This design comes from an exercise in tuning for small area, a short achievable clock period and few clock cycles on the open sky130 flow, not from production work.
In this exercise RTL edits were held to simulation tests only and were not proved equivalent to the original.
No activity file was given, so power comes from the tool's default toggle rates.

[flow/config.mk]
export PLATFORM = sky130hd
export DESIGN_NAME = multichannel_period_tachometer
export DESIGN_NICKNAME = multichannel_period_tachometer
export VERILOG_FILES = /design/flow/design.v
export SDC_FILE = /design/flow/constraint.sdc
export NUM_CORES = 4
export LEC_CHECK = 0
export CAP_MARGIN = 20
export CORE_MARGIN = 2
export CORE_UTILIZATION = 40
export SETUP_SLACK_MARGIN = 4.0
export SLEW_MARGIN = 20
[flow/constraint.sdc]
create_clock -name core_clock -period 8.0 [get_ports {i_clk}]
set_input_delay 1.6000 -clock core_clock [delete_from_list [all_inputs] [get_ports {i_clk}]]
set_output_delay 1.6000 -clock core_clock [all_outputs]
set_load 0.01 [all_outputs]
[flow/design.v]
`timescale 1ns / 1ps
`default_nettype none
package mpt_pkg;
    localparam int OP_W      = 2;
    localparam int CHAN_W    = 2;
    localparam int CAPTURE_W = 16;
    localparam int NOW_W     = 32;
    localparam int NUM_W     = 20;
    localparam int WEIGHT_W  = 17;
    localparam int TIMEOUT_W = 16;
    localparam int CFG_IDX_W = 2;
    localparam int CFG_DAT_W = 20;
    localparam int OVF_W     = 8;
    localparam int PERIOD_W  = 25;
    localparam int FRAC_W    = 8;
    localparam int FREQ_W    = 28;
    localparam int DIVD_W    = NUM_W + FRAC_W + 1;
    localparam int DCNT_W    = $clog2(DIVD_W + 1);
    localparam logic [OVF_W-1:0]  OVF_MAX  = '1;
    localparam logic [FREQ_W-1:0] FREQ_MAX = '1;
    localparam logic [OP_W-1:0] OP_CAPTURE  = 2'd0;
    localparam logic [OP_W-1:0] OP_OVERFLOW = 2'd1;
    localparam logic [OP_W-1:0] OP_SAMPLE   = 2'd2;
    localparam logic [OP_W-1:0] OP_NOP      = 2'd3;
    localparam logic [CFG_IDX_W-1:0] REG_FREQ_NUM   = 2'd0;
    localparam logic [CFG_IDX_W-1:0] REG_OVF_WEIGHT = 2'd1;
    localparam logic [CFG_IDX_W-1:0] REG_TIMEOUT    = 2'd2;
    localparam logic [NUM_W-1:0]     RST_FREQ_NUM   = 20'd100000;
    localparam logic [WEIGHT_W-1:0]  RST_OVF_WEIGHT = 17'd65535;
    localparam logic [TIMEOUT_W-1:0] RST_TIMEOUT    = 16'd40;
endpackage
`default_nettype wire
`timescale 1ns / 1ps
`default_nettype none
module multichannel_period_tachometer #(
    parameter int NUM_CHANNELS = 4
) (
    input  wire                                i_clk,
    input  wire                                i_rst_n,
    input  wire                                i_in_valid,
    output logic                               o_in_stall,
    input  wire  [mpt_pkg::OP_W-1:0]           i_op,
    input  wire  [mpt_pkg::CHAN_W-1:0]         i_channel,
    input  wire  [mpt_pkg::CAPTURE_W-1:0]      i_capture_value,
    input  wire  [mpt_pkg::NOW_W-1:0]          i_now_ms,
    output logic                               o_out_valid,
    input  wire                                i_out_stall,
    output logic [mpt_pkg::CHAN_W-1:0]         o_out_channel,
    output logic [mpt_pkg::FREQ_W-1:0]         o_frequency_q8,
    output logic                               o_is_stale,
    output logic                               o_last,
    input  wire                                i_cfg_we,
    input  wire  [mpt_pkg::CFG_IDX_W-1:0]      i_cfg_index,
    input  wire  [mpt_pkg::CFG_DAT_W-1:0]      i_cfg_data
);
    localparam int NC   = 4;
    localparam int PW   = mpt_pkg::PERIOD_W;
    localparam int FW   = mpt_pkg::FREQ_W;
    localparam int TW   = mpt_pkg::NOW_W;
    localparam int VW   = mpt_pkg::CAPTURE_W;
    localparam int OW   = mpt_pkg::OVF_W;
    localparam int K    = 2;                        
    localparam int XW   = ((mpt_pkg::DIVD_W + K - 1) / K) * K;   
    localparam int CW   = $clog2(XW / K + 1);
    localparam int AW   = PW + XW;                  
    localparam logic [1:0] R_CAP = 2'd0;
    localparam logic [1:0] R_OVF = 2'd1;
    localparam logic [1:0] R_SMP = 2'd2;
    localparam logic [1:0] R_CFG = 2'd3;
    logic [mpt_pkg::NUM_W-1:0]     r_num;
    logic [mpt_pkg::WEIGHT_W-1:0]  r_w;
    logic [mpt_pkg::TIMEOUT_W-1:0] r_t;
    logic [VW-1:0]                 r_prev  [NC];
    logic [OW-1:0]                 r_ovf   [NC];
    logic [PW-1:0]                 r_per   [NC];
    logic [NC-1:0]                 r_fresh;
    logic [TW-1:0]                 r_stamp [NC];
    logic [XW-1:0]                 r_fq    [NC];    
    logic [PW-1:0]                 r_rem   [NC];
    logic [PW+1:0]                 r_per3  [NC];    
    logic [CW-1:0]                 r_cnt   [NC];    
    logic [NC-1:0]                 r_ini;           
    logic [PW-1:0]                 r_pper  [NC];    
    logic [NC-1:0]                 r_pv;            
    logic                          r_v;
    logic [1:0]                    r_op;
    logic [1:0]                    r_ch;
    logic [TW-1:0]                 r_pay;
    logic [VW-1:0]                 r_prev_s;
    logic [OW-1:0]                 r_ovf_s;
    logic                          e_v;
    logic                          e_re;            
    logic [1:0]                    e_ch;
    logic [PW-1:0]                 e_pa;            
    logic [PW-1:0]                 e_pb;
    logic                          s_v;
    logic [1:0]                    s_ch;
    logic [XW-1:0]                 s_x;
    logic [4:0]                    s_s;
    logic                          s_z;
    logic                          g_act;
    logic [1:0]                    g_ch;
    logic [1:0]                    g_p;             
    logic [NC-1:0]                 g_old;           
    logic [TW-1:0]                 g_now;
    logic                          q_v;
    logic [1:0]                    q_ch;
    logic [FW-1:0]                 q_freq;
    logic                          q_stale;
    logic                          q_last;
    assign o_out_valid    = q_v;
    assign o_out_channel  = q_ch;
    assign o_frequency_q8 = q_freq;
    assign o_is_stale     = q_stale;
    assign o_last         = q_last;
    logic r_go;
    logic r_ex;
    always_comb begin
        unique case (r_op)
            R_CAP:   r_go = 1'b1;
            R_OVF:   r_go = 1'b1;
            R_SMP:   r_go = !g_act && !(|r_pv);
            default: r_go = (r_ch == mpt_pkg::REG_OVF_WEIGHT) || !g_act;
        endcase
        r_ex = r_v && r_go;
    end
    assign o_in_stall = r_v && !r_go;
    logic acc;
    logic cfg_take;
    assign acc      = i_in_valid && !o_in_stall && (i_op != mpt_pkg::OP_NOP);
    assign cfg_take = i_cfg_we && !o_in_stall && (i_cfg_index != 2'd3);
    logic [VW-1:0]                 nx_prev [NC];
    logic [OW-1:0]                 nx_ovf  [NC];
    always_comb begin
        for (int c = 0; c < NC; c++) begin
            nx_prev[c] = r_prev[c];
            nx_ovf[c]  = r_ovf[c];
            if (r_ex && (r_op == R_CAP) && (r_ch == 2'(c))) begin
                nx_prev[c] = r_pay[VW-1:0];
                nx_ovf[c]  = '0;
            end else if (r_ex && (r_op == R_OVF) && (r_ovf[c] != mpt_pkg::OVF_MAX)) begin
                nx_ovf[c]  = r_ovf[c] + 1'b1;
            end
        end
    end
    logic [VW-1:0]                 cap_v;
    logic                          cap_take;
    logic [VW-1:0]                 cap_diff;
    logic [PW-1:0]                 cap_pa;
    logic [PW-1:0]                 cap_pb;
    always_comb begin
        logic [PW-1:0] pp [8];
        logic [PW-1:0] a1, b1, a2, b2, a3, b3, a4, b4, a5, b5, a6, b6;
        cap_v    = r_pay[VW-1:0];
        cap_take = (r_prev_s != '0) && (cap_v > r_prev_s);
        cap_diff = cap_v - r_prev_s;
        for (int i = 0; i < 8; i++)
            pp[i] = r_ovf_s[i] ? (PW'(r_w) << i) : '0;
        a1 = (pp[0]) ^ (pp[1]) ^ (pp[2]); 
        b1 = (((pp[0]) & (pp[1])) | ((pp[0]) & (pp[2])) | ((pp[1]) & (pp[2]))) << 1;
        a2 = (pp[3]) ^ (pp[4]) ^ (pp[5]); 
        b2 = (((pp[3]) & (pp[4])) | ((pp[3]) & (pp[5])) | ((pp[4]) & (pp[5]))) << 1;
        a3 = (a1) ^ (b1) ^ (a2); 
        b3 = (((a1) & (b1)) | ((a1) & (a2)) | ((b1) & (a2))) << 1;
        a4 = (b2) ^ (pp[6]) ^ (pp[7]); 
        b4 = (((b2) & (pp[6])) | ((b2) & (pp[7])) | ((pp[6]) & (pp[7]))) << 1;
        a5 = (a3) ^ (b3) ^ (a4); 
        b5 = (((a3) & (b3)) | ((a3) & (a4)) | ((b3) & (a4))) << 1;
        a6 = (a5) ^ (b5) ^ (b4); 
        b6 = (((a5) & (b5)) | ((a5) & (b4)) | ((b5) & (b4))) << 1;
        cap_pa = (a6) ^ (b6) ^ (PW'(cap_diff)); 
        cap_pb = (((a6) & (b6)) | ((a6) & (PW'(cap_diff))) | ((b6) & (PW'(cap_diff)))) << 1;
    end
    logic [NC-1:0]                 i_req;
    logic [NC-1:0]                 p_req;           
    logic [1:0]                    p_sel;
    logic                          p_any;
    logic [1:0]                    i_sel;
    logic                          i_any;
    logic                          x_v;
    logic                          e_park;
    logic [PW-1:0]                 x_opa;
    logic [PW-1:0]                 x_opb;
    logic [PW-1:0]                 x_per;
    logic [XW:0]                   x_x2;
    logic [4:0]                    x_s;
    always_comb begin
        e_park = e_v && !e_re && g_act && (e_ch >= g_ch);
        x_v   = e_v && !e_park;
        i_req = r_ini;
        if (e_v && !e_re && !e_park) i_req[e_ch] = 1'b0;
        i_any = |i_req;
        i_sel = 2'd0;
        for (int c = NC - 1; c >= 0; c--)
            if (i_req[c]) i_sel = 2'(c);
        for (int c = 0; c < NC; c++)
            p_req[c] = r_pv[c] && !(g_act && (2'(c) >= g_ch));
        if (e_v && !e_re && !e_park) p_req[e_ch] = 1'b0;
        p_any = |p_req;
        p_sel = 2'd0;
        for (int c = NC - 1; c >= 0; c--)
            if (p_req[c]) p_sel = 2'(c);
        x_opa = e_pa;
        x_opb = e_pb;
        x_per = x_opa + x_opb;
        begin
            logic [XW:0] n2, sa, sb;
            n2 = (XW+1)'({r_num, {(mpt_pkg::FRAC_W + 1){1'b0}}});
        sa = (n2) ^ ((XW+1)'(x_opa)) ^ ((XW+1)'(x_opb)); 
        sb = (((n2) & ((XW+1)'(x_opa))) | ((n2) & ((XW+1)'(x_opb))) | (((XW+1)'(x_opa)) & ((XW+1)'(x_opb)))) << 1;
            x_x2 = sa + sb;
        end
        begin
            logic [31:0] v;
            logic [15:0] y1;
            logic [7:0]  y2;
            logic [3:0]  y3;
            logic [1:0]  y4;
            v      = 32'(x_opa | x_opb);    
            x_s[4] = |v[31:16];
            y1     = x_s[4] ? v[31:16] : v[15:0];
            x_s[3] = |y1[15:8];
            y2     = x_s[3] ? y1[15:8] : y1[7:0];
            x_s[2] = |y2[7:4];
            y3     = x_s[2] ? y2[7:4] : y2[3:0];
            x_s[1] = |y3[3:2];
            y4     = x_s[1] ? y3[3:2] : y3[1:0];
            x_s[0] = y4[1];
        end
    end
    logic [AW-1:0]                 s_a;
    logic [CW-1:0]                 s_n;
    logic [5:0]                    s_sh;
    logic [PW+1:0]                 s_per3;
    always_comb begin
        s_per3 = (PW+2)'(r_per[s_ch]) + ((PW+2)'(r_per[s_ch]) << 1);
        s_sh = 6'(s_s) + 6'(!s_x[XW-1]) + 6'(!s_x[XW-1] && !s_x[XW-2]);
        s_sh = 6'((int'(s_sh) / K) * K);    
        s_a  = AW'(s_x) << s_sh;
        s_n  = CW'((XW - int'(s_sh)) / K);
        if (s_z) begin
            s_a = '0;
            s_n = '0;
        end
    end
    logic [AW-1:0]                 d_a   [NC];
    always_comb begin
        for (int c = 0; c < NC; c++) begin
            logic [PW+1:0] r4;
            logic [PW+2:0] d1, d2, d3;
            logic [1:0]    q;
            logic [PW-1:0] rn;
            r4 = {r_rem[c], r_fq[c][XW-1:XW-2]};
            d1 = {1'b0, r4} - {3'b000, r_per[c]};
            d2 = {1'b0, r4} - {2'b00, r_per[c], 1'b0};
            d3 = {1'b0, r4} - {1'b0, r_per3[c]};
            if (!d3[PW+2])      begin q = 2'd3; rn = d3[PW-1:0]; end
            else if (!d2[PW+2]) begin q = 2'd2; rn = d2[PW-1:0]; end
            else if (!d1[PW+2]) begin q = 2'd1; rn = d1[PW-1:0]; end
            else                begin q = 2'd0; rn = r4[PW-1:0]; end
            d_a[c] = {rn, r_fq[c][XW-3:0], q};
        end
    end
    logic [TW-1:0]                 t_now;
    logic [1:0]                    t_ch;
    logic                          t_old;
    always_comb begin
        t_now = g_act ? g_now : r_pay;
        t_ch  = g_act ? g_p : 2'd0;
        begin
            logic [TW-1:0] st, nst, ntm;
            logic          ge;
            logic [TW+1:0] sa, sb, sm;
            st  = r_stamp[t_ch];
            nst = ~st;
            ntm = ~(TW'(r_t));
            ge  = (t_now >= st);
        sa = ((TW+2)'(t_now)) ^ ((TW+2)'(nst)) ^ ((TW+2)'(ntm)); 
        sb = ((((TW+2)'(t_now)) & ((TW+2)'(nst))) | (((TW+2)'(t_now)) & ((TW+2)'(ntm))) | (((TW+2)'(nst)) & ((TW+2)'(ntm)))) << 1;
            sm = sa + (sb | (TW+2)'(1));
            t_old = ge ? sm[TW+1] : (sm[TW+1] | sm[TW]);
        end
    end
    logic                          g_ready;
    logic                          g_emit;
    logic                          g_stale;
    logic [XW-1:0]                 g_fq;
    logic [FW-1:0]                 g_freq;
    always_comb begin
        g_ready = !r_ini[g_ch] && !(e_v && e_re && (e_ch == g_ch))
               && !(s_v && (s_ch == g_ch)) && (r_cnt[g_ch] == '0);
        g_emit  = g_act && g_ready && (!q_v || !i_out_stall);
        g_stale = !r_fresh[g_ch] && g_old[g_ch];
        g_fq    = r_fq[g_ch];
        g_freq  = g_fq[FW] ? mpt_pkg::FREQ_MAX : g_fq[FW-1:0];
    end
    always_ff @(posedge i_clk) begin
        if (!i_rst_n) begin
            r_num   <= mpt_pkg::RST_FREQ_NUM;
            r_w     <= mpt_pkg::RST_OVF_WEIGHT;
            r_t     <= mpt_pkg::RST_TIMEOUT;
            r_v     <= 1'b0;
            e_v     <= 1'b0;
            s_v     <= 1'b0;
            g_act   <= 1'b0;
            q_v     <= 1'b0;
            r_fresh <= '0;
            r_ini   <= '0;
            r_pv    <= '0;
            for (int c = 0; c < NC; c++) begin
                r_prev[c]  <= '0;
                r_ovf[c]   <= '0;
                r_per[c]   <= '0;
                r_stamp[c] <= '0;
                r_fq[c]    <= '0;
                r_cnt[c]   <= '0;
            end
        end else begin
            if (acc) begin
                r_v      <= 1'b1;
                r_op     <= i_op;
                r_ch     <= i_channel;
                r_pay    <= (i_op == mpt_pkg::OP_SAMPLE) ? i_now_ms : TW'(i_capture_value);
                r_prev_s <= nx_prev[i_channel];
                r_ovf_s  <= nx_ovf[i_channel];
            end else if (cfg_take) begin
                r_v      <= 1'b1;
                r_op     <= R_CFG;
                r_ch     <= i_cfg_index;
                r_pay    <= TW'(i_cfg_data);
            end else if (r_go) begin
                r_v      <= 1'b0;
            end
            for (int c = 0; c < NC; c++) begin
                r_prev[c] <= nx_prev[c];
                r_ovf[c]  <= nx_ovf[c];
            end
            for (int c = 0; c < NC; c++) begin
                if (r_cnt[c] != '0) begin
                    r_rem[c] <= d_a[c][AW-1:XW];
                    r_fq[c]  <= d_a[c][XW-1:0];
                    r_cnt[c] <= r_cnt[c] - 1'b1;
                end
            end
            if (s_v) begin
                r_per3[s_ch] <= s_per3;
                r_rem[s_ch] <= s_a[AW-1:XW];
                r_fq[s_ch]  <= s_a[XW-1:0];
                r_cnt[s_ch] <= s_n;
            end
            e_v <= 1'b0;
            if (r_ex && (r_op == R_CAP)) begin
                e_v  <= cap_take;
                e_re <= 1'b0;
                e_ch <= r_ch;
                e_pa <= cap_pa;
                e_pb <= cap_pb;
            end
            if (!(r_ex && (r_op == R_CAP) && cap_take) && p_any) begin
                e_v  <= 1'b1;
                e_re <= 1'b1;
                e_ch <= p_sel;
                e_pa <= r_pper[p_sel];
                e_pb <= '0;
                r_per[p_sel]   <= r_pper[p_sel];
                r_fresh[p_sel] <= 1'b1;
                r_pv[p_sel]    <= 1'b0;
            end else if (!(r_ex && (r_op == R_CAP) && cap_take) && i_any) begin
                e_v  <= 1'b1;
                e_re <= 1'b1;
                e_ch <= i_sel;
                e_pa <= r_per[i_sel];
                e_pb <= '0;
                r_ini[i_sel] <= 1'b0;
            end
            s_v <= x_v;
            if (x_v) begin
                s_ch <= e_ch;
                s_x  <= x_x2[XW:1];
                s_s  <= x_s;
                s_z  <= ((x_opa | x_opb) == '0);
            end
            if (e_v && e_park) begin
                r_pper[e_ch] <= x_per;
                r_pv[e_ch]   <= 1'b1;
            end else if (e_v && !e_re) begin
                r_per[e_ch]   <= x_per;
                r_fresh[e_ch] <= 1'b1;
                r_ini[e_ch]   <= 1'b0;
                r_pv[e_ch]    <= 1'b0;
            end
            if (r_ex) begin
                unique case (r_op)
                    R_CAP: ;
                    R_OVF: ;
                    R_SMP: begin
                        g_act    <= 1'b1;
                        g_ch     <= '0;
                        g_now    <= r_pay;
                    end
                    default: begin
                        unique case (r_ch)
                            mpt_pkg::REG_FREQ_NUM: begin
                                r_num <= r_pay[mpt_pkg::NUM_W-1:0];
                                for (int c = 0; c < NC; c++)
                                    if (r_fresh[c] || (e_v && (e_ch == 2'(c))))
                                        r_ini[c] <= 1'b1;
                            end
                            mpt_pkg::REG_OVF_WEIGHT: r_w <= r_pay[mpt_pkg::WEIGHT_W-1:0];
                            default:                 r_t <= r_pay[mpt_pkg::TIMEOUT_W-1:0];
                        endcase
                    end
                endcase
            end
            g_old[t_ch] <= t_old;
            g_p <= g_act ? g_p + 1'b1 : 2'd1;
            if (g_act && g_ready) begin
                if (r_fresh[g_ch]) r_stamp[g_ch] <= g_now;
                if (g_stale)       r_fq[g_ch]    <= '0;
            end
            if (g_emit) begin
                q_v     <= 1'b1;
                q_ch    <= g_ch;
                q_freq  <= g_stale ? '0 : g_freq;
                q_stale <= g_stale;
                q_last  <= (g_ch == 2'd3);
                r_fresh[g_ch] <= 1'b0;
                g_ch <= g_ch + 1'b1;
                if (g_ch == 2'd3) g_act <= 1'b0;
            end else if (!i_out_stall) begin
                q_v <= 1'b0;
            end
        end
    end
endmodule
`default_nettype wire
[flow/run.sh]
#!/bin/bash
# synth_recipe.tcl (not shown) runs the flow's synth.tcl, then flattens the netlist and writes it again
# the make line also repeats each setting of config.mk as NAME=value (left out here)
make -C /OpenROAD-flow-scripts/flow DESIGN_CONFIG=/design/flow/config.mk WORK_HOME=/design/flow/orfs CLKGATE_MAP_FILE= SYNTH_SCRIPT=/design/flow/synth_recipe.tcl finish
==> impl_metrics.yaml, run 1 <==
outcome:
  status: "finished clean"
timing:
  fin_crit_ps: 3950
  rsz0062_at_grt: "true"
  drv_slew: 0
  relSlewSlack_pct: 19.6
  skew_ps: 39.6
  timing.fmax_ghz: 0.253
  tns_ps: 0
  setup_viol: 0
  post-route-period-util_pct: 49.3
  worst_pin_slew_ps: 1200
  final-hold-violation-count: 0
logic_synthesis:
  syn_inst: 7901
  syn-num-nets: 8685
  syn_area_mm2: 0.0754
  synthDistinctLibCells: 121
  synth_seq_cells: 1063
  ys.flop_type: "edfxtp_1"
  ys.warnings.count: 7
  postSynthAreaPerCell_um2: 9.55
  yosysSeqAreaShare_pct: 38.5
  synth_edf_count: 773
  postSynth.asyncResetShare_pct: 0
power_and_ir_drop:
  total_power_mw: 25.6
  swShare_pct: 40.1
  pwr-share-comb_pct: 48.1
  max-vdd-ir-drop_mv: 0.265
  p_clk_share_pct: 22.8
  powerDensity_mw_per_mm2: 298
  p_int_mw: 15.4
  total_leakage_power_nw: 34.4
  seqPwrFrac_pct: 29.0
  switchingPower_mw: 10.3
setup_path:
  worstSetupPathDepth: 13
  cpMaxStageDelayCell: "mux4_2"
  critPathLaunchType: "flip-flop"
  arrival_ps: 4520
  endpoint_kind: "flip-flop"
  regToRegSetupSlack_ps: 4050
  cp-startpoint: "r_per[3][8]$_DFFE_PP_"
  r2r-end: "r_per3[0][26]$_DFFE_PP_"
  worst-path-max-fanout: 5
  cp_top_family: "compound AO/OA/AOI/OAI gates"
  r2r_start: "r_per[3][8]$_DFFE_PP_"
  path_buf_inv: 0
  max_stage_delay_ps: 540
  worstPathRequired_ps: 8580
  cpMostUsedCell: "a311o_1"
  crit_path_cell_trace: "mux4_2 -> ha_2 -> and3_4 -> nand3_1 -> nor3_2 -> o31a_1 -> a311o_1 -> a21o_1 -> a21oi_2 -> o21ai_2 -> nand2b_1 -> a311o_1 -> o21bai_1"
  endpoint: "r_per3[0][26]$_DFFE_PP_"
  critPathKind: "flip-flop to flip-flop"
  reg2reg_depth: 13
floorplan:
  die_area_mm2: 0.192
  start_util_pct: 40.2
  die_y_um: 438
  placementRows: 159
  pin_count: 113
  dieWidth_um: 438
  core_mm2: 0.188
clocking:
  cts_tree: "done"
  ctsHtreeMaxLevel: 3
  cts.sinks: 1063
  clock_latency_ps: 790
  numCtsBuffers: 121
  clk_path_buf_depth: 3
  clkTransAtPathRegs_ps: 60
  cts_root_buf: "clkbuf_16"
finish:
  drive_above_1_share_pct: 11.3
  fin_area_mm2: 0.0861
  nets: 8813
  area_growth_pct: 14.2
routing:
  vias: 61621
  drtIter0Drc: 6153
  drt_drc_violations_left: 0
  viasPerCell: 5.79
  dr.pass1.iters: 8
  ant_nets: 0
  finalWirelength_um: 257000
  routedWlPerCell_um: 24.1
placed_design:
  place_area_mm2: 0.0793
  portBuffers: 112
  dp_hpwl_um: 187000
  gp_congestion: 0.973
grt:
  antenna_found_initial: 7
  grt_pass1_wl_um: 380000
  grt_overflow: 0
  grt_use_total_pct: 25.9
  grt_pass1_vias: 59494
  grt_max_degree: 81
min_path:
  min_path_type: "flip-flop to flip-flop"
flow_run:
  cap_violations: 0
==> power groups by stage <==
stage | sequential (mW) | clock [mW] | combinational [mW]
2_1_floorplan | 7.22 | 0 | 8.93
3_5_place_dp | 7.54 | 0 | 11.7
3_3_place_gp | 7.54 | 0 | 11.5
4_1_cts | 7.42 | 5.93 | 11.9
5_1_grt | 7.49 | 6.15 | 13.6
6_report | 7.44 | 5.85 | 12.3
==> worst min-delay path: stages, from the launching register on <==
cell and delay [ps]:
dfxtp_1 310, nand2_1 50, a21oi_1 50
==> metrics by stage <==
| step | hold slack [ps] | utilization, % | worst slack [ps] | cells |
|---|---|---|---|---|
| 2_1_floorplan | 424 | - | 3420 | 7901 |
| 4_1_cts | 453 | 45.2 | 3980 | 10567 |
| 3_5_place_dp | 444 | 42.2 | 2710 | 10249 |
| 3_3_place_gp | 439 | 42.2 | 2780 | 10249 |
| 6_report | 451 | 45.9 | 4050 | 10637 |
| 5_1_grt | 466 | 45.9 | 3890 | 10632 |
==> layout make-up <==
| class | count | area (um2) |
|---|---|---|
| Multi-Input combinational cell | 5875 | 43900 |
| Inverter | 588 | 2240 |
| Fill cell | 17626 | 101000 |
| Tap cell | 2495 | 3120 |
| Clock inverter | 61 | 742 |
| Timing Repair inverter | 1 | 16.3 |
| Sequential cell | 1063 | 29000 |
| Clock buffer | 169 | 3440 |
| Timing Repair Buffer | 379 | 3630 |
| Antenna cell | 6 | 15.0 |
==> logic make-up after synthesis <==
family	Yosys count	synth area share, %
and+or+nand+nor	2390	14.9
AOI/OAI and AO/OA	2002	17.4
DFF	1063	38.5
buffers and inverters	968	5.07
adders and majority gates	706	13.3
muxes	422	6.79
xor gates and xnor gates	350	4.07
==> layout by cell type, fill, tap and decap left out, types with 72 or more instances in the layout <==
cell / instances
a21o_1: 161
a21oi_1: 572
and2_1: 276
buf_4: 215
clkbuf_16: 126
clkdlybuf4s50_1: 108
dfxtp_1: 282
edfxtp_1: 773
fa_1: 147
ha_1: 534
inv_1: 570
mux2i_1: 279
nand2_1: 753
nand2b_1: 98
nand3_1: 202
nor2_1: 609
nor2b_1: 72
nor3_1: 105
o211ai_1: 85
o21a_1: 82
o21ai_0: 304
o22a_1: 91
o22ai_1: 111
xnor2_1: 189
xor2_1: 135
==> synth_stat cells, drive strengths merged (23+ instances only) <==
cell type,n,area share (%)
edfxtp,773,31
nand2,763,3.8
nor2,628,3.1
a21oi,593,4.0
inv,584,2.9
ha,548,9.1
o21ai,403,2.7
dfxtp,290,7.7
and2,283,2.3
mux2i,280,3.7
clkbuf,255,1.3
nand3,208,1.4
xnor2,205,2.4
a21o,161,1.6
fa,157,4.2
xor2,145,1.7
buf,125,0.87
nor3,114,0.77
o22ai,114,0.96
nand2b,104,0.86
o22a,91,1.1
o211ai,86,0.86
o21a,83,0.84
mux2,78,1.2
nor2b,78,0.65
a211oi,68,0.70
mux4,64,1.9
a31oi,61,0.51
nand4,56,0.47
a222oi,49,0.65
and3,41,0.34
o21bai,41,0.41
or3,33,0.29
a21boi,32,0.32
o31ai,32,0.36
nor4,23,0.23
==> repair_timing <==
item,CTS,global route
pin swaps,28,88
setup endpoints to repair,523,330
cloned,12,2
hold buffers,0,0
resized for setup,131,178
setup buffers,76,61
==> state kept, by name (all words and copies together), names as in the netlist, 8 cells and up, named ones only <==
register and cells:
r_stamp 128, r_per3 108, q_freq 28, r_pper 100, r_rem 100, s_x 29, g_now 32, r_pay 32
r_ovf_s 8, r_per 100, r_t 16, r_fq 120, e_pb 24, r_prev_s 16, r_num 20, r_prev 64
e_pa 25, r_ovf 32, r_cnt 16, r_w 17
==> layer usage <==
metal	GRT usage (%)	wire length [um]	part of all wire, %
met1	34.5	109000	43
met2	42.1	118000	46
met3	3.74	17600	6.8
met4	10.4	11800	4.6
met5	0	17	0.0066
==> how the worst min path moves through the flow <==
| stage | cells after the start | to | from | slack, ps |
|---|---|---|---|---|
| 3_3_place_gp | 2 | r_prev[3][15]$_SDFF_PN0_ | r_prev[3][15]$_SDFF_PN0_ | 440 |
| 4_1_cts | 2 | r_prev[1][6]$_SDFF_PN0_ | r_prev[1][6]$_SDFF_PN0_ | 450 |
| 5_1_grt | 2 | r_prev[1][2]$_SDFF_PN0_ | r_prev[1][2]$_SDFF_PN0_ | 470 |
| 3_5_place_dp | 2 | r_prev[1][5]$_SDFF_PN0_ | r_prev[1][5]$_SDFF_PN0_ | 440 |
| 2_1_floorplan | 0 | g_now[0]$_DFFE_PP_ | r_pay[0]$_DFFE_PP_ | 420 |
| 6_report | 2 | r_prev[1][12]$_SDFF_PN0_ | r_prev[1][12]$_SDFF_PN0_ | 450 |
Testbench counts, summed over its fixed seeds: cycles 20,061.
==> inputs of run 2 (changes only) <==
--- a/flow/design.v
+++ b/flow/design.v
@@ -82,6 +82,7 @@
     logic [NC-1:0]                 r_ini;           
     logic [PW-1:0]                 r_pper  [NC];    
     logic [NC-1:0]                 r_pv;            
+    logic [NC-1:0]                 r_pe;            
     logic                          r_v;
     logic [1:0]                    r_op;
     logic [1:0]                    r_ch;
@@ -103,6 +104,8 @@
     logic [1:0]                    g_p;             
     logic [NC-1:0]                 g_old;           
     logic [TW-1:0]                 g_now;
+    logic                          w_v;             
+    logic [TW-1:0]                 w_now;
     logic                          q_v;
     logic [1:0]                    q_ch;
     logic [FW-1:0]                 q_freq;
@@ -115,14 +118,16 @@
     assign o_last         = q_last;
     logic r_go;
     logic r_ex;
+    logic e_cap;                                    
     always_comb begin
         unique case (r_op)
-            R_CAP:   r_go = 1'b1;
+            R_CAP:   r_go = !(w_v && r_pv[r_ch] && !r_pe[r_ch]);
             R_OVF:   r_go = 1'b1;
-            R_SMP:   r_go = !g_act && !(|r_pv);
-            default: r_go = (r_ch == mpt_pkg::REG_OVF_WEIGHT) || !g_act;
+            R_SMP:   r_go = !w_v;
+            default: r_go = (r_ch == mpt_pkg::REG_OVF_WEIGHT) || (!g_act && !w_v);
         endcase
         r_ex = r_v && r_go;
+        e_cap = r_ex && (r_op == R_CAP) && cap_take;
     end
     assign o_in_stall = r_v && !r_go;
     logic acc;
@@ -185,7 +190,7 @@
     logic [XW:0]                   x_x2;
     logic [4:0]                    x_s;
     always_comb begin
-        e_park = e_v && !e_re && g_act && (e_ch >= g_ch);
+        e_park = e_v && !e_re && ((g_act && (e_ch >= g_ch)) || w_v);
         x_v   = e_v && !e_park;
         i_req = r_ini;
         if (e_v && !e_re && !e_park) i_req[e_ch] = 1'b0;
@@ -194,7 +199,7 @@
         for (int c = NC - 1; c >= 0; c--)
             if (i_req[c]) i_sel = 2'(c);
         for (int c = 0; c < NC; c++)
-            p_req[c] = r_pv[c] && !(g_act && (2'(c) >= g_ch));
+            p_req[c] = r_pv[c] && !r_pe[c] && !(g_act && (2'(c) >= g_ch));
         if (e_v && !e_re && !e_park) p_req[e_ch] = 1'b0;
         p_any = |p_req;
         p_sel = 2'd0;
@@ -265,8 +270,8 @@
     logic [1:0]                    t_ch;
     logic                          t_old;
     always_comb begin
-        t_now = g_act ? g_now : r_pay;
-        t_ch  = g_act ? g_p : 2'd0;
+        t_now = (g_p != 2'd0) ? g_now : w_v ? w_now : r_pay;
+        t_ch  = g_p;
         begin
             logic [TW-1:0] st, nst, ntm;
             logic          ge;
@@ -282,6 +287,10 @@
         end
     end
     logic                          g_ready;
+    logic                          g_smp;           
+    logic                          g_start;         
+    logic                          g_free;
+    logic                          g_clear;
     logic                          g_emit;
     logic                          g_stale;
     logic [XW-1:0]                 g_fq;
@@ -291,6 +300,10 @@
                && !(s_v && (s_ch == g_ch)) && (r_cnt[g_ch] == '0);
         g_emit  = g_act && g_ready && (!q_v || !i_out_stall);
         g_stale = !r_fresh[g_ch] && g_old[g_ch];
+        g_smp   = r_ex && (r_op == R_SMP);
+        g_free  = !g_act || (g_emit && (g_ch == 2'd3));
+        g_clear = !(|(r_pv & ~r_pe)) && !(e_v && !e_re && !w_v && g_act && (e_ch >= g_ch));
+        g_start = g_free && g_clear && (w_v || g_smp);
         g_fq    = r_fq[g_ch];
         g_freq  = g_fq[FW] ? mpt_pkg::FREQ_MAX : g_fq[FW-1:0];
     end
@@ -303,10 +316,13 @@
             e_v     <= 1'b0;
             s_v     <= 1'b0;
             g_act   <= 1'b0;
+            w_v     <= 1'b0;
+            g_p     <= 2'd0;
             q_v     <= 1'b0;
             r_fresh <= '0;
             r_ini   <= '0;
             r_pv    <= '0;
+            r_pe    <= '0;
             for (int c = 0; c < NC; c++) begin
                 r_prev[c]  <= '0;
                 r_ovf[c]   <= '0;
@@ -348,29 +364,20 @@
                 r_fq[s_ch]  <= s_a[XW-1:0];
                 r_cnt[s_ch] <= s_n;
             end
-            e_v <= 1'b0;
-            if (r_ex && (r_op == R_CAP)) begin
-                e_v  <= cap_take;
-                e_re <= 1'b0;
-                e_ch <= r_ch;
-                e_pa <= cap_pa;
-                e_pb <= cap_pb;
-            end
-            if (!(r_ex && (r_op == R_CAP) && cap_take) && p_any) begin
+            e_v  <= 1'b0;
+            e_re <= !e_cap;
+            e_ch <= e_cap ? r_ch : p_any ? p_sel : i_sel;
+            e_pa <= e_cap ? cap_pa : p_any ? r_pper[p_sel] : r_per[i_sel];
+            e_pb <= e_cap ? cap_pb : '0;
+            if (e_cap) begin
+                e_v  <= 1'b1;
+            end else if (p_any) begin
                 e_v  <= 1'b1;
-                e_re <= 1'b1;
-                e_ch <= p_sel;
-                e_pa <= r_pper[p_sel];
-                e_pb <= '0;
                 r_per[p_sel]   <= r_pper[p_sel];
                 r_fresh[p_sel] <= 1'b1;
                 r_pv[p_sel]    <= 1'b0;
-            end else if (!(r_ex && (r_op == R_CAP) && cap_take) && i_any) begin
+            end else if (i_any) begin
                 e_v  <= 1'b1;
-                e_re <= 1'b1;
-                e_ch <= i_sel;
-                e_pa <= r_per[i_sel];
-                e_pb <= '0;
                 r_ini[i_sel] <= 1'b0;
             end
             s_v <= x_v;
@@ -380,7 +387,9 @@
                 s_s  <= x_s;
                 s_z  <= ((x_opa | x_opb) == '0);
             end
+            if (w_v && g_start) r_pe <= '0;
             if (e_v && e_park) begin
+                r_pe[e_ch]   <= w_v && !g_start;
                 r_pper[e_ch] <= x_per;
                 r_pv[e_ch]   <= 1'b1;
             end else if (e_v && !e_re) begin
@@ -393,11 +402,7 @@
                 unique case (r_op)
                     R_CAP: ;
                     R_OVF: ;
-                    R_SMP: begin
-                        g_act    <= 1'b1;
-                        g_ch     <= '0;
-                        g_now    <= r_pay;
-                    end
+                    R_SMP: ;    
                     default: begin
                         unique case (r_ch)
                             mpt_pkg::REG_FREQ_NUM: begin
@@ -412,8 +417,12 @@
                     end
                 endcase
             end
-            g_old[t_ch] <= t_old;
-            g_p <= g_act ? g_p + 1'b1 : 2'd1;
+            if ((g_p != 2'd0) || g_start)
+                g_old[t_ch] <= t_old;
+            if (g_start)
+                g_p <= 2'd1;
+            else if (g_p != 2'd0)
+                g_p <= g_p + 1'b1;
             if (g_act && g_ready) begin
                 if (r_fresh[g_ch]) r_stamp[g_ch] <= g_now;
                 if (g_stale)       r_fq[g_ch]    <= '0;
@@ -430,6 +439,17 @@
             end else if (!i_out_stall) begin
                 q_v <= 1'b0;
             end
+            if (g_start) begin
+                g_act <= 1'b1;
+                g_ch  <= '0;
+                g_now <= w_v ? w_now : r_pay;
+            end
+            if (w_v && g_start) begin
+                w_v <= 1'b0;
+            end else if (g_smp && !(g_start && !w_v)) begin
+                w_v   <= 1'b1;
+                w_now <= r_pay;
+            end
         end
     end
 endmodule
==> run 2 against run 1 <==
Net effect: count of clock-buffer cells in the layout down 4; non-clock buffer count down 30; worst setup slack worse by 53 ps; clock skew down 6.1 ps; combinational power up 11%; area after synthesis up 2.3%; largest power group unchanged; hold slack better by 0.60 ps; register-to-register slack worse by 50 ps; first-iteration DRC count down 1.5%; clock power up 7.7%; critical path depth down 1.
==> impl_metrics.yaml, run 2 <==
outcome:
  status: "finished clean"
logic_synthesis:
  ys.flop_type: "edfxtp_1"
  syn_inst: 8012
  synth_top_area_share_pct: 31.2
  synthTopCellsByArea: "edfxtp_1 (31%), ha_1 (8.9%), dfxtp_1 (7.7%)"
  yosysSeqAreaShare_pct: 38.9
  synth_top_area_cell: "edfxtp_1"
  synth_seq_cells: 1100
  syn-num-nets: 8800
  synth_common_cells: "edfxtp_1 (803), nand2_1 (788), a21oi_1 (638), inv_1 (626), nor2_1 (619)"
  postSynthAreaPerCell_um2: 9.63
  ys.warnings.count: 7
  synth_most_common_cell: "edfxtp_1"
  postSynth.asyncResetShare_pct: 0
  synth_edf_count: 803
  synthDistinctLibCells: 108
  syn_area_mm2: 0.0772
routing:
  dr.pass1.iters: 6
  routedWlPerCell_um: 25.2
  finalWirelength_um: 271000
  viasPerCell: 5.92
  drtIter0Drc: 6060
  drt_drc_violations_left: 0
  vias: 63770
  ant_nets: 0
setup_path:
  worst-path-max-fanout: 4
  endpoint_kind: "flip-flop"
  worstPathRequired_ps: 8530
  r2r_start: "r_per[0][4]$_DFFE_PP_"
  regToRegSetupSlack_ps: 4000
  critPathLaunchType: "flip-flop"
  reg2reg_depth: 12
  r2r-end: "r_per3[3][25]$_DFFE_PP_"
  arrival_ps: 4530
  critPathKind: "flip-flop to flip-flop"
min_path:
  worstHoldStart: "r_prev[2][15]$_SDFF_PN0_"
  hold_depth: 2
  min_path_type: "flip-flop to flip-flop"
  whs_endpoint: "r_prev[2][15]$_SDFF_PN0_"
placed_design:
  gp_congestion: 0.982
  portBuffers: 112
  dp_hpwl_um: 198000
  place_area_mm2: 0.0813
clocking:
  clkTransAtPathRegs_ps: 60
  cts-hold-fix-buffers: 0
  cts_tree: "done"
  ctsHtreeMaxLevel: 4
  clk_path_buf_depth: 3
  cts.sinks: 1100
  clock_latency_ps: 800
  numCtsBuffers: 133
  cts_root_buf: "clkbuf_16"
timing:
  timing.hold.ws_ps: 451
  post-route-period-util_pct: 50.0
  rsz0062_at_grt: "true"
  relSlewSlack_pct: 19.4
  worst_pin_slew_ps: 1200
  drv_slew: 0
  tns_ps: 0
  fin_crit_ps: 4000
  setup_viol: 0
  skew_ps: 33.5
  timing.fmax_ghz: 0.250
  final-hold-violation-count: 0
floorplan:
  start_util_pct: 40.2
  core_mm2: 0.192
  pin_count: 113
  die_y_um: 443
  dieWidth_um: 443
  die_area_mm2: 0.197
  placementRows: 161
power_and_ir_drop:
  powerDensity_mw_per_mm2: 312
  max-vdd-ir-drop_mv: 0.233
  total_leakage_power_nw: 34.8
finish:
  fill_cells: 18167
  mostFrequentLayoutCells: "edfxtp_1 (803), nand2_1 (782), a21oi_1 (626)"
  area_growth_pct: 14.3
  largest_register_ff_count: 128
  seq_area_mm2: 0.0301
  utilization_pct: 45.9
  fin_area_mm2: 0.0883
  top_register: "r_stamp"
  nets: 8917
  final_common_cell: "edfxtp_1"
  multi_input_area_mm2: 0.0446
  drive_above_1_share_pct: 10.7
  top_regs: "r_stamp x128, r_fq x120, r_per3 x108"
grt:
  grt_pass1_vias: 62556
  grt_max_degree: 82
  grt_overflow: 0
  grt_pass1_wl_um: 399000
  antenna_found_initial: 5
  grt_use_total_pct: 26.8
flow_run:
  cap_violations: 0
run 2: cell count changes in the layout (fill, tap and decap cells not counted), sizes merged, moves of 32 or more:
cell / previous run / this run
inv: 592 / 636
mux4: 64 / 99
a21o: 161 / 193
buf: 264 / 232
a211oi: 68 / 129
a21oi: 593 / 640
o21ai: 404 / 299
mux2: 78 / 41
mux2i: 280 / 206
and3: 41 / 76
run 2: cells by family after synthesis:
logic type                 synth area share (%)
and+or+nand+nor                            15.0
AOI/OAI and AO/OA                          18.2
DFF                                        38.9
buffers and inverters                      4.97
adders and majority gates                  13.0
muxes                                      6.16
xor gates and xnor gates                   3.71
run 2: worst max-delay path: stages, from the launching register on:
cell and delay, ps:
edfxtp_1 560, mux4_2 570, ha_1 380, o21a_1 200
o31a_1 130, o311a_1 360, o21a_1 200, o31a_1 330
o41a_1 390, a41o_1 230, nor2_4 130, a21oi_2 80
xor2_2 170
run 2: power by group:
part	total [mW]	switching, mW	internal (mW)
combinational	13.6	7.90	5.67
clock	6.30	2.61	3.69
sequential	7.64	0.671	6.97
total	27.5	11.2	16.3
run 2: cell type report:
type	instances	share of cell area, %
Antenna cell	1	0.00284
Clock buffer	165	4.05
Clock inverter	79	1.04
Inverter	629	2.68
Multi-Input combinational cell	5916	50.6
Sequential cell	1100	34.1
Tap cell	2526	3.58
Timing Repair Buffer	349	3.98
run 2: worst max-delay path by stage:
| stage | from | end | slack (ps) | cells after the start |
|---|---|---|---|---|
| after global routing | r_per[1][0]$_DFFE_PP_ | r_per3[2][25]$_DFFE_PP_ | 3940 | 15 |
| after detailed placement | g_ch[1]$_SDFFCE_PP0P_ | r_per[2][20]$_DFFE_PP_ | 2820 | 11 |
| final | r_per[0][4]$_DFFE_PP_ | r_per3[3][25]$_DFFE_PP_ | 4000 | 12 |
| after CTS | r_per[1][0]$_DFFE_PP_ | r_per3[3][25]$_DFFE_PP_ | 3860 | 15 |
| after floorplan | i_rst_n | r_rem[2][0]$_DFFE_PP_ | 3580 | 4 |
| after global placement | g_ch[0]$_SDFFCE_PP0P_ | r_per[2][22]$_DFFE_PP_ | 2810 | 11 |
run 2: repair_timing:
action | CTS | global route
gates resized for setup | 143 | 123
setup endpoints to repair | 545 | 275
cloned | 12 | 2
setup buffers | 56 | 40
pin swaps | 27 | 66
run 2: per-layer routing:
layer | vias to the layer above | routed length (um) | track usage, %
met5 | - | 25 | 0
met4 | 4 | 14200 | 12.7
met3 | 557 | 18900 | 3.87
met2 | 2542 | 127000 | 44.5
met1 | 31334 | 110000 | 34.3
li1 | 29333 | - | -
run 2: through the flow:
stage	instances	setup WS, ps	power [mW]
after floorplan	8012	3580	16.9
after global placement	10407	2810	20.3
after detailed placement	10409	2820	20.4
after CTS	10721	3860	27.1
after global routing	10764	3940	29.2
final	10765	4000	27.5
Testbench counts of run 2, summed over its fixed seeds: cycles 18,859.
==> inputs of run 3 (changes only) <==
--- a/flow/design.v
+++ b/flow/design.v
@@ -99,6 +99,7 @@
     logic [XW-1:0]                 s_x;
     logic [4:0]                    s_s;
     logic                          s_z;
+    logic [PW-1:0]                 s_per;           
     logic                          g_act;
     logic [1:0]                    g_ch;
     logic [1:0]                    g_p;             
@@ -238,7 +239,7 @@
     logic [5:0]                    s_sh;
     logic [PW+1:0]                 s_per3;
     always_comb begin
-        s_per3 = (PW+2)'(r_per[s_ch]) + ((PW+2)'(r_per[s_ch]) << 1);
+        s_per3 = (PW+2)'(s_per) + ((PW+2)'(s_per) << 1);
         s_sh = 6'(s_s) + 6'(!s_x[XW-1]) + 6'(!s_x[XW-1] && !s_x[XW-2]);
         s_sh = 6'((int'(s_sh) / K) * K);    
         s_a  = AW'(s_x) << s_sh;
@@ -386,6 +387,7 @@
                 s_x  <= x_x2[XW:1];
                 s_s  <= x_s;
                 s_z  <= ((x_opa | x_opb) == '0);
+            s_per <= x_per;
             end
             if (w_v && g_start) r_pe <= '0;
             if (e_v && e_park) begin
==> run 3 against run 2 <==
Net effect: still clean on timing, DRC and antenna; count of clock-buffer cells in the layout increased by 8; power increased by 1.8%; fmax decreased by 0.28%; die area decreased by 0.29%; clock power decreased by 2%; register-to-register slack about the same; sequential power increased by 2%; non-clock buffer count increased by 43; design area increased by 0.19%.
==> impl_metrics.yaml, run 3 <==
logic_synthesis:
  postSynthAreaPerCell_um2: 9.67
  syn_area_mm2: 0.0770
  synth_most_common_cell: "edfxtp_1"
  synth_edf_count: 826
  yosysSeqAreaShare_pct: 39.9
  synthDistinctLibCells: 101
  ys.flop_type: "edfxtp_1"
  synth_top_area_share_pct: 32.2
  synth_common_cells: "edfxtp_1 (826), nand2_1 (686), inv_1 (635), nor2_1 (626), a21oi_1 (561)"
  syn_inst: 7961
  synth_seq_cells: 1121
  postSynth.asyncResetShare_pct: 0
  ys.warnings.count: 7
  synth_top_area_cell: "edfxtp_1"
  syn-num-nets: 8750
  synthTopCellsByArea: "edfxtp_1 (32%), ha_1 (9.0%), dfxtp_1 (7.7%)"
clocking:
  clkTransAtPathRegs_ps: 70
  cts_tree: "done"
  cts-hold-fix-buffers: 0
  cts_root_buf: "clkbuf_16"
  numCtsBuffers: 131
  ctsHtreeMaxLevel: 4
  cts.sinks: 1121
  clk_path_buf_depth: 3
  clock_latency_ps: 810
floorplan:
  start_util_pct: 40.1
  die_area_mm2: 0.196
  die_y_um: 443
  core_mm2: 0.192
  pin_count: 113
  dieWidth_um: 443
  placementRows: 161
grt:
  grt_use_total_pct: 25.8
  grt_max_degree: 71
  antenna_found_initial: 7
  grt_pass1_wl_um: 388000
  grt_overflow: 0
  grt_pass1_vias: 61061
placed_design:
  place_area_mm2: 0.0813
  dp_hpwl_um: 192000
  portBuffers: 112
  gp_congestion: 0.984
  dp_cells: 10390
power_and_ir_drop:
  total_leakage_power_nw: 35.0
  max-vdd-ir-drop_mv: 0.161
  seqPwrFrac_pct: 27.8
  p_clk_share_pct: 22.0
  switchingPower_mw: 11.4
  total_power_mw: 28.0
  powerDensity_mw_per_mm2: 317
  swShare_pct: 40.9
  pwr-share-comb_pct: 50.3
  p_int_mw: 16.6
outcome:
  status: "finished clean"
finish:
  utilization_pct: 46.1
  top_regs: "r_stamp x128, r_fq x120, r_per3 x108"
  nets: 8925
  final_common_cell: "edfxtp_1"
  largest_register_ff_count: 128
  top_register: "r_stamp"
  fin_area_mm2: 0.0884
  fill_cells: 17952
  mostFrequentLayoutCells: "edfxtp_1 (826), nand2_1 (672), inv_1 (615)"
  area_growth_pct: 14.9
  finalNonFillerCells: 10771
  drive_above_1_share_pct: 10.8
routing:
  vias: 64099
  routedWlPerCell_um: 24.5
  drtIter0Drc: 7474
  dr.pass1.iters: 6
  viasPerCell: 5.95
  ant_nets: 0
  finalWirelength_um: 264000
  drt_drc_violations_left: 0
min_path:
  min_path_type: "flip-flop to flip-flop"
timing:
  relSlewSlack_pct: 13.4
  rsz0062_at_grt: "true"
  timing.fmax_ghz: 0.249
  drv_slew: 0
  fin_crit_ps: 4010
  skew_ps: 54.5
  final-hold-violation-count: 0
  worst_pin_slew_ps: 1300
  post-route-period-util_pct: 50.1
  setup_viol: 0
  tns_ps: 0
flow_run:
  cap_violations: 0
setup_path:
  cpMostUsedCell: "fa_1"
  arrival_ps: 4500
  cp_top_family: "adder cells"
  path_buf_inv: 3
  crit_path_cell_trace: "buf_6 -> and2_1 -> fa_1 -> inv_1 -> fa_1 -> fa_1 -> fa_1 -> inv_1 -> fa_1 -> nand2_1 -> o21ai_0"
  critPathKind: "flip-flop to flip-flop"
  max_stage_delay_ps: 550
  worstPathRequired_ps: 8490
  worst-path-max-fanout: 6
  critPathLaunchType: "flip-flop"
  cpMaxStageDelayCell: "fa_1"
  endpoint_kind: "flip-flop"
==> run 3: layout make-up <==
type	instances	area [um2]	area share [%]
Multi-Input combinational cell	5855	43900	49.7
Sequential cell	1121	30700	34.7
Timing Repair Buffer	392	3770	4.27
Clock buffer	173	3570	4.03
Tap cell	2526	3160	3.57
Inverter	635	2400	2.71
Clock inverter	68	855	0.966
Antenna cell	1	2.50	0.00283
==> run 3: path summary, 6_finish.rpt <==
kind | from | end | slack [ps] | cells past startpoint
worst max-delay path | r_ovf_s[0]$_DFFE_PP_ | e_pa[11]$_DFFE_PP_ | 3990 | 11
worst min-delay path | r_prev[1][0]$_SDFF_PN0_ | r_prev[1][0]$_SDFF_PN0_ | 450 | 2
worst max register to register | r_ovf_s[0]$_DFFE_PP_ | e_pa[11]$_DFFE_PP_ | 3990 | 11
worst min register to register | r_prev[1][0]$_SDFF_PN0_ | r_prev[1][0]$_SDFF_PN0_ | 450 | 2
==> run 3: layer usage <==
metal	GRT usage (%)	share of wire, %	routed length (um)	up-vias
met2	40.5	45	118000	2961
li1	-	-	-	29280
met4	10.7	4.9	12900	4
met1	35.4	42	112000	31296
met5	0	0.0095	25	-
met3	4.17	8.3	22000	558
==> run 3: cells by family (layout without fill, tap and decap cells) <==
| family | count (synthesis) | count (layout) | share of synthesized area [%] |
|---|---|---|---|
| and+or+nand+nor | 2350 | 2364 | 14.6 |
| AOI/OAI and AO/OA | 2117 | 2119 | 18.2 |
| DFF | 1121 | 1121 | 39.9 |
| buffers and inverters | 1002 | 1268 | 4.98 |
| adders and majority gates | 710 | 710 | 13.1 |
| muxes | 349 | 349 | 5.69 |
| xor gates and xnor gates | 312 | 313 | 3.56 |
| other | 0 | 1 | 0 |
==> run 3: worst reg2reg max path, cell delays in order, from the launching register on <==
cell	delay (ps)
edfxtp_1	470
buf_6	190
and2_1	170
fa_1	530
inv_1	60
fa_1	550
fa_1	450
fa_1	540
inv_1	60
fa_1	490
nand2_1	90
o21ai_0	100
==> run 3: what timing repair did <==
action | CTS | global route
pin swaps | 24 | 81
setup endpoints to repair | 587 | 478
buffers inserted | 81 | 32
cloned | 13 | 13
gates resized for setup | 136 | 161
==> run 3: power by group through the flow <==
stage / Combinational (mW) / Sequential [mW] / Clock (mW)
final: 14.1 / 7.78 / 6.15
after global routing: 15.4 / 7.81 / 6.44
after CTS: 13.5 / 7.74 / 6.22
after detailed placement: 13.0 / 7.88 / 0
after global placement: 12.7 / 7.88 / 0
after floorplan: 9.91 / 7.53 / 0
==> run 3: per-stage QoR <==
stage	hold WS, ps	worst slack (ps)
2_1_floorplan	424	3350
3_3_place_gp	434	2620
3_5_place_dp	442	2490
4_1_cts	453	3960
5_1_grt	463	3840
6_report	451	3990
Testbench counts of run 3, summed over its fixed seeds: cycles 18,859.

-- separate check: timing with driven ports --
In the flow no input, the clock included, has a driving cell. The finished layouts below were timed again as built, in two steps.
Step 1 sets driving cells, clkbuf_16 on the clock port and buf_2 on the other inputs (assumed; they add their load-dependent delay and slew).
Step 2 moves the port delays by t, midway between the first and last clock arrival at a register: inputs arrive t later, outputs are due t later. That takes back most of the time a late clock gives input paths.
a / b / c = no drivers / after step 1 / after step 2; a / b = the first two.
run	t, ns	setup slack, ns	worst register clock-pin slew, ns
run 1	0.854	4.054 / 4.045 / 3.409	0.07 / 0.07
run 2	0.869	4.001 / 3.991 / 3.280	0.07 / 0.07
run 3	0.872	3.990 / 3.940 / 3.352	0.07 / 0.07
After both steps every run listed still meets setup and hold. For run 2, which loses most, drivers alone change the setup slack by -0.010 ns; drivers and shift together by -0.721 ns.
